This is an optimization exercise on Yosys and OpenROAD, whose aim is small area, a short achievable clock period and few clock cycles per item, not a production implementation.
Where RTL was checked, it was by simulation tests only, not by an equivalence proof against the original.
Power and IR drop assume default switching activity.

Setup of the previous run:
## indexed_insert_remove_list
module indexed_insert_remove_list #(
	parameter int CAPACITY    = iirl_pkg::CAPACITY_DEF,
	parameter int VALUE_WIDTH = iirl_pkg::VALUE_WIDTH_DEF,
	localparam int CNT_W      = $clog2(CAPACITY + 1)
) (
	input  logic                   clk,
	input  logic                   arst_n,
	input  logic                   req_valid,
	output logic                   req_ready,
	input  logic [1:0]             req_func,
	input  logic [CNT_W-1:0]       req_position,
	input  logic [VALUE_WIDTH-1:0] req_value,
	output logic                   rsp_valid,
	input  logic                   rsp_ready,
	output logic [VALUE_WIDTH-1:0] rsp_element,
	output logic [CNT_W-1:0]       rsp_count,
	output logic [1:0]             rsp_status
);
Size in the first run: roughly 2300 cells after synthesis, ~680 flip-flops, about 84 I/O pins, about 0.031 mm² of cells after synthesis.
==> module iirl_dpath, before the edit <==
module iirl_dpath #(
	parameter int CAPACITY    = iirl_pkg::CAPACITY_DEF,
	parameter int VALUE_WIDTH = iirl_pkg::VALUE_WIDTH_DEF,
	localparam int CNT_W      = $clog2(CAPACITY + 1)
) (
	input  logic                   clk,
	input  logic                   arst_n,
	input  logic                   q_free,
	input  logic                   exec,
	input  logic                   o_from_x,
	input  logic                   o_from_k,
	input  logic                   k_load,
	input  logic                   k_busy,
	input  logic [1:0]             in_func,
	input  logic [CNT_W-1:0]       in_position,
	input  logic [VALUE_WIDTH-1:0] in_value,
	output logic [VALUE_WIDTH-1:0] element,
	output logic [CNT_W-1:0]       count,
	output logic [1:0]             status
);
	localparam int IW = $clog2(CAPACITY);
	localparam logic [CNT_W-1:0] CAP_C = CNT_W'(CAPACITY);
	localparam logic [IW-1:0]    LAST  = IW'(CAPACITY - 1);
	function automatic logic gt4(input logic [IW-1:0] a, input logic [IW-1:0] b);
		logic r;
		r = 1'b0;
		for (int i = 0; i < IW; i++) r = (a[i] & ~b[i]) | (~(a[i] ^ b[i]) & r);
		gt4 = r;
	endfunction
	function automatic logic gt5(input logic [CNT_W-1:0] a, input logic [CNT_W-1:0] b);
		logic r;
		r = 1'b0;
		for (int i = 0; i < CNT_W; i++) r = (a[i] & ~b[i]) | (~(a[i] ^ b[i]) & r);
		gt5 = r;
	endfunction
	logic [CNT_W-1:0]       used_q, used_d;
	logic [CNT_W-1:0]       used_up, used_dn;    
	logic [IW-1:0]          pos_of_q [CAPACITY];
	logic [VALUE_WIDTH-1:0] word_q [CAPACITY];
	logic [CNT_W-1:0]       pos_q;
	logic [VALUE_WIDTH-1:0] val_q;
	logic                   rd_ok, ins_ok, rem_ok, fill_ok;
	iirl_pkg::status_t      status_d;
	localparam int NC = 4;
	logic [CNT_W-1:0] cand [NC];
	logic [NC-1:0]    c_pick, c_lt, c_gt, c_full;
	assign cand[0] = used_q;
	assign cand[1] = used_up;
	assign cand[2] = used_dn;
	assign cand[3] = pos_q;
	assign c_pick[1] = exec & ins_ok;
	assign c_pick[2] = exec & rem_ok;
	assign c_pick[3] = exec & fill_ok;
	assign c_pick[0] = ~(c_pick[1] | c_pick[2] | c_pick[3]);
	for (genvar c = 0; c < NC; c++) begin : g_cmp
		assign c_lt[c]   = gt5(cand[c], in_position);
		assign c_gt[c]   = gt5(in_position, cand[c]);
		assign c_full[c] = (cand[c] == CAP_C);
	end
	logic              in_lt, in_gt, in_full;
	logic              in_rd, in_ins, in_rem, in_fill;
	iirl_pkg::status_t in_status;
	assign in_lt   = |(c_pick & c_lt);
	assign in_gt   = |(c_pick & c_gt);
	assign in_full = |(c_pick & c_full);
	always_comb begin
		in_status = iirl_pkg::STAT_OK;
		in_rd     = 1'b0;
		in_ins    = 1'b0;
		in_rem    = 1'b0;
		in_fill   = 1'b0;
		case (in_func)
			iirl_pkg::FUNC_READ: begin
				if (in_lt) in_rd = 1'b1;
				else in_status = iirl_pkg::STAT_RANGE;
			end
			iirl_pkg::FUNC_INSERT: begin
				if (in_gt) in_status = iirl_pkg::STAT_RANGE;
				else if (in_full) in_status = iirl_pkg::STAT_FULL;
				else in_ins = 1'b1;
			end
			iirl_pkg::FUNC_REMOVE: begin
				if (in_lt) in_rem = 1'b1;
				else in_status = iirl_pkg::STAT_RANGE;
			end
			default: begin
				if (gt5(in_position, CAP_C)) in_status = iirl_pkg::STAT_RANGE;
				else in_fill = 1'b1;
			end
		endcase
	end
	always_ff @(posedge clk) begin
		if (q_free) begin
			pos_q    <= in_position;
			val_q    <= in_value;
			rd_ok    <= in_rd;
			ins_ok   <= in_ins;
			rem_ok   <= in_rem;
			fill_ok  <= in_fill;
			status_d <= in_status;
		end
	end
	logic elem_d;
	assign elem_d = rd_ok | rem_ok;
	always_comb begin
		used_d = used_q;
		if (ins_ok) used_d = used_up;
		if (rem_ok) used_d = used_dn;
		if (fill_ok) used_d = pos_q;
	end
	always_ff @(posedge clk or negedge arst_n) begin
		if (!arst_n) begin
			used_q  <= '0;
			used_up <= CNT_W'(1);
			used_dn <= '1;
		end else if (exec) begin
			used_q <= used_d;
			if (ins_ok) begin
				used_up <= used_up + CNT_W'(1);
				used_dn <= used_q;
			end else if (rem_ok) begin
				used_up <= used_q;
				used_dn <= used_dn - CNT_W'(1);
			end else if (fill_ok) begin
				used_up <= pos_q + CNT_W'(1);
				used_dn <= pos_q - CNT_W'(1);
			end
		end
	end
	logic [IW-1:0] x;
	assign x = pos_q[IW-1:0];
	for (genvar s = 0; s < CAPACITY; s++) begin : g_slot
		logic [IW-1:0] v, nv, step;
		logic at_last, at_x, above_x;
		assign v       = pos_of_q[s];
		assign at_last = &v;
		assign at_x    = (v == x);
		assign above_x = gt4(v, x);
		logic carry;
		always_comb begin
			carry = 1'b1;
			for (int b = 0; b < IW; b++) begin
				step[b] = v[b] ^ carry;
				carry   = carry & (v[b] ^ ~ins_ok);
			end
		end
		assign nv = ins_ok ? (at_last ? x : step) : (at_x ? LAST : step);
		always_ff @(posedge clk or negedge arst_n) begin
			if (!arst_n) pos_of_q[s] <= IW'(s);
			else if (exec && (ins_ok || rem_ok) && (at_x || above_x)) pos_of_q[s] <= nv;
		end
		always_ff @(posedge clk) begin
			if (exec && (fill_ok || (ins_ok && at_last)))
				word_q[s] <= val_q;
		end
	end
	logic [IW-1:0] rd_pos;
	logic          rd_en;
	always_ff @(posedge clk) begin
		if (k_load) begin
			rd_pos <= rem_ok ? LAST : x;
			rd_en  <= elem_d;
		end else if (q_free && (!k_busy || o_from_k)) begin
			rd_pos <= in_position[IW-1:0];
			rd_en  <= in_rd | in_rem;
		end else if (o_from_k) begin
			rd_pos <= x;
			rd_en  <= elem_d;
		end
	end
	logic [VALUE_WIDTH-1:0] rd_word;
	always_comb begin
		rd_word = '0;
		for (int s = 0; s < CAPACITY; s++)
			if (pos_of_q[s] == rd_pos) rd_word = rd_word | word_q[s];
	end
	iirl_pkg::status_t k_status;
	always_ff @(posedge clk) begin
		if (k_load) k_status <= status_d;
	end
	logic [VALUE_WIDTH-1:0] element_q;
	logic [CNT_W-1:0]       count_q;
	iirl_pkg::status_t      status_q;
	always_ff @(posedge clk) begin
		if (o_from_k || o_from_x) begin
			element_q <= rd_en ? rd_word : '0;
			count_q   <= k_busy ? used_q : used_d;
			status_q  <= k_busy ? k_status : status_d;
		end
	end
	assign element = element_q;
	assign count   = count_q;
	assign status  = status_q;
endmodule
Settings: LEC_CHECK=0, CAP_MARGIN=5, CELL_PAD_IN_SITES_DETAIL_PLACEMENT=1, CELL_PAD_IN_SITES_GLOBAL_PLACEMENT=1, CORE_MARGIN=2, CORE_UTILIZATION=50, CTS_BUF_LIST=sky130_fd_sc_hd__clkbuf_8, SETUP_SLACK_MARGIN=2.75, SLEW_MARGIN=5, TNS_END_PERCENT=5; clock period 5.0 ns.
standard.sh (not shown) runs the stock make flow with config.mk's settings and CLKGATE_MAP_FILE= SYNTH_SCRIPT=/design/flow/synth_recipe.tcl, a recipe that flattens the netlist after the stock synthesis.
==> flow/flow/run.sh <==
#!/bin/bash
# The standard layout, with two settings the platform fixes changed:
# the port buffers are plain buffers rather than delay cells, and timing
# repair may resize cells across footprints.
set -euo pipefail
bash standard.sh MATCH_CELL_FOOTPRINT=0 "BUFFER_PORTS_ARGS=-buffer_cell sky130_fd_sc_hd__buf_2" finish > standard.log 2>&1
Testbench counts of the previous run, summed over its fixed seeds: cycles 32,016, items 32,000.
[inputs] the current run vs the previous run
--- a/flow/design.v
+++ b/flow/design.v
@@ -193,5 +193,6 @@
 		end
 	end
-	logic [IW-1:0] x;
+	logic [IW-1:0]       x;
+	logic [CAPACITY-1:0] slot_at_x;    
 	assign x = pos_q[IW-1:0];
 	for (genvar s = 0; s < CAPACITY; s++) begin : g_slot
@@ -201,4 +202,5 @@
 		assign at_last = &v;
 		assign at_x    = (v == x);
+		assign slot_at_x[s] = at_x;
 		assign above_x = gt4(v, x);
 		logic carry;
@@ -220,15 +222,30 @@
 		end
 	end
-	logic [IW-1:0] rd_pos;
-	logic          rd_en;
+	logic [IW-1:0] p, src;
+	assign p = in_position[IW-1:0];
+	always_comb begin
+		src = p;
+		if (exec && ins_ok) begin
+			if (p == x) src = LAST;
+			else if (gt4(p, x)) src = p - IW'(1);
+		end else if (exec && rem_ok) begin
+			if (p == LAST) src = x;
+			else if (!gt4(x, p)) src = p + IW'(1);
+		end
+	end
+	logic [CAPACITY-1:0] rd_sel, slot_at_src;
+	logic                rd_en;
+	for (genvar s = 0; s < CAPACITY; s++) begin : g_src
+		assign slot_at_src[s] = (pos_of_q[s] == src);
+	end
 	always_ff @(posedge clk) begin
 		if (k_load) begin
-			rd_pos <= rem_ok ? LAST : x;
+			rd_sel <= slot_at_x;
 			rd_en  <= elem_d;
 		end else if (q_free && (!k_busy || o_from_k)) begin
-			rd_pos <= in_position[IW-1:0];
+			rd_sel <= slot_at_src;
 			rd_en  <= in_rd | in_rem;
 		end else if (o_from_k) begin
-			rd_pos <= x;
+			rd_sel <= slot_at_x;
 			rd_en  <= elem_d;
 		end
@@ -238,5 +255,5 @@
 		rd_word = '0;
 		for (int s = 0; s < CAPACITY; s++)
-			if (pos_of_q[s] == rd_pos) rd_word = rd_word | word_q[s];
+			if (rd_sel[s]) rd_word = rd_word | word_q[s];
 	end
 	iirl_pkg::status_t k_status;
### Flow results
- Relative to the previous run, the current run degrades global-route wire length before repair.
- In the reports for the current run and the previous run, the larger wire length on met2 belongs to the previous run.
- Higher sequential share of layout area goes to the current run over the previous run.
- Total design power | the current run below the previous run
- Cmp the current run vs the previous run: utilization lower in the current run
- [compare] base=the previous run new=the current run: final-layout clock buffer total decreased by 4.2% relative to the old numbers; number of flops mapped to enable cells by yosys grew by 12; count of multi-input combinational gates went up.
- Diff the current run and the previous run: time the final worst path needs with I/O delays and setup lower in the previous run
- The current run against the previous run; count of different cell masters after synthesis is up by more than 10%.
No functional check of the RTL was part of the current run.

## re-timing with driven ports
Ports are ideal in the flow. The routed layouts listed here were re-timed in OpenROAD.
Step 1 assumes that a clkbuf_16 drives the clock port and a buf_2 every other input.
Step 2 adds t to the input delays and takes it off the output delays; t is the mean of the earliest and latest rising clock arrival at the registers after step 1. Input paths then give back, and output paths get back, about the clock's delay inside the block.
Slacks: ideal / step 1 / step 2; pairs: ideal / step 1.
run | t, ns | setup WS [ns] | clock arrival spread, ns | worst data-port slew with drivers (ns)
the previous run | 0.778 | 2.584 / 2.539 / 1.996 | 0.050 / 0.051 | 0.04
the current run | 0.773 | 2.197 / 2.197 / 1.424 | 0.032 / 0.032 | 0.06
After both steps setup and hold are still met in every run listed. For the current run, which loses most, drivers alone change the setup slack by 0.000 ns; drivers and shift together by -0.773 ns.
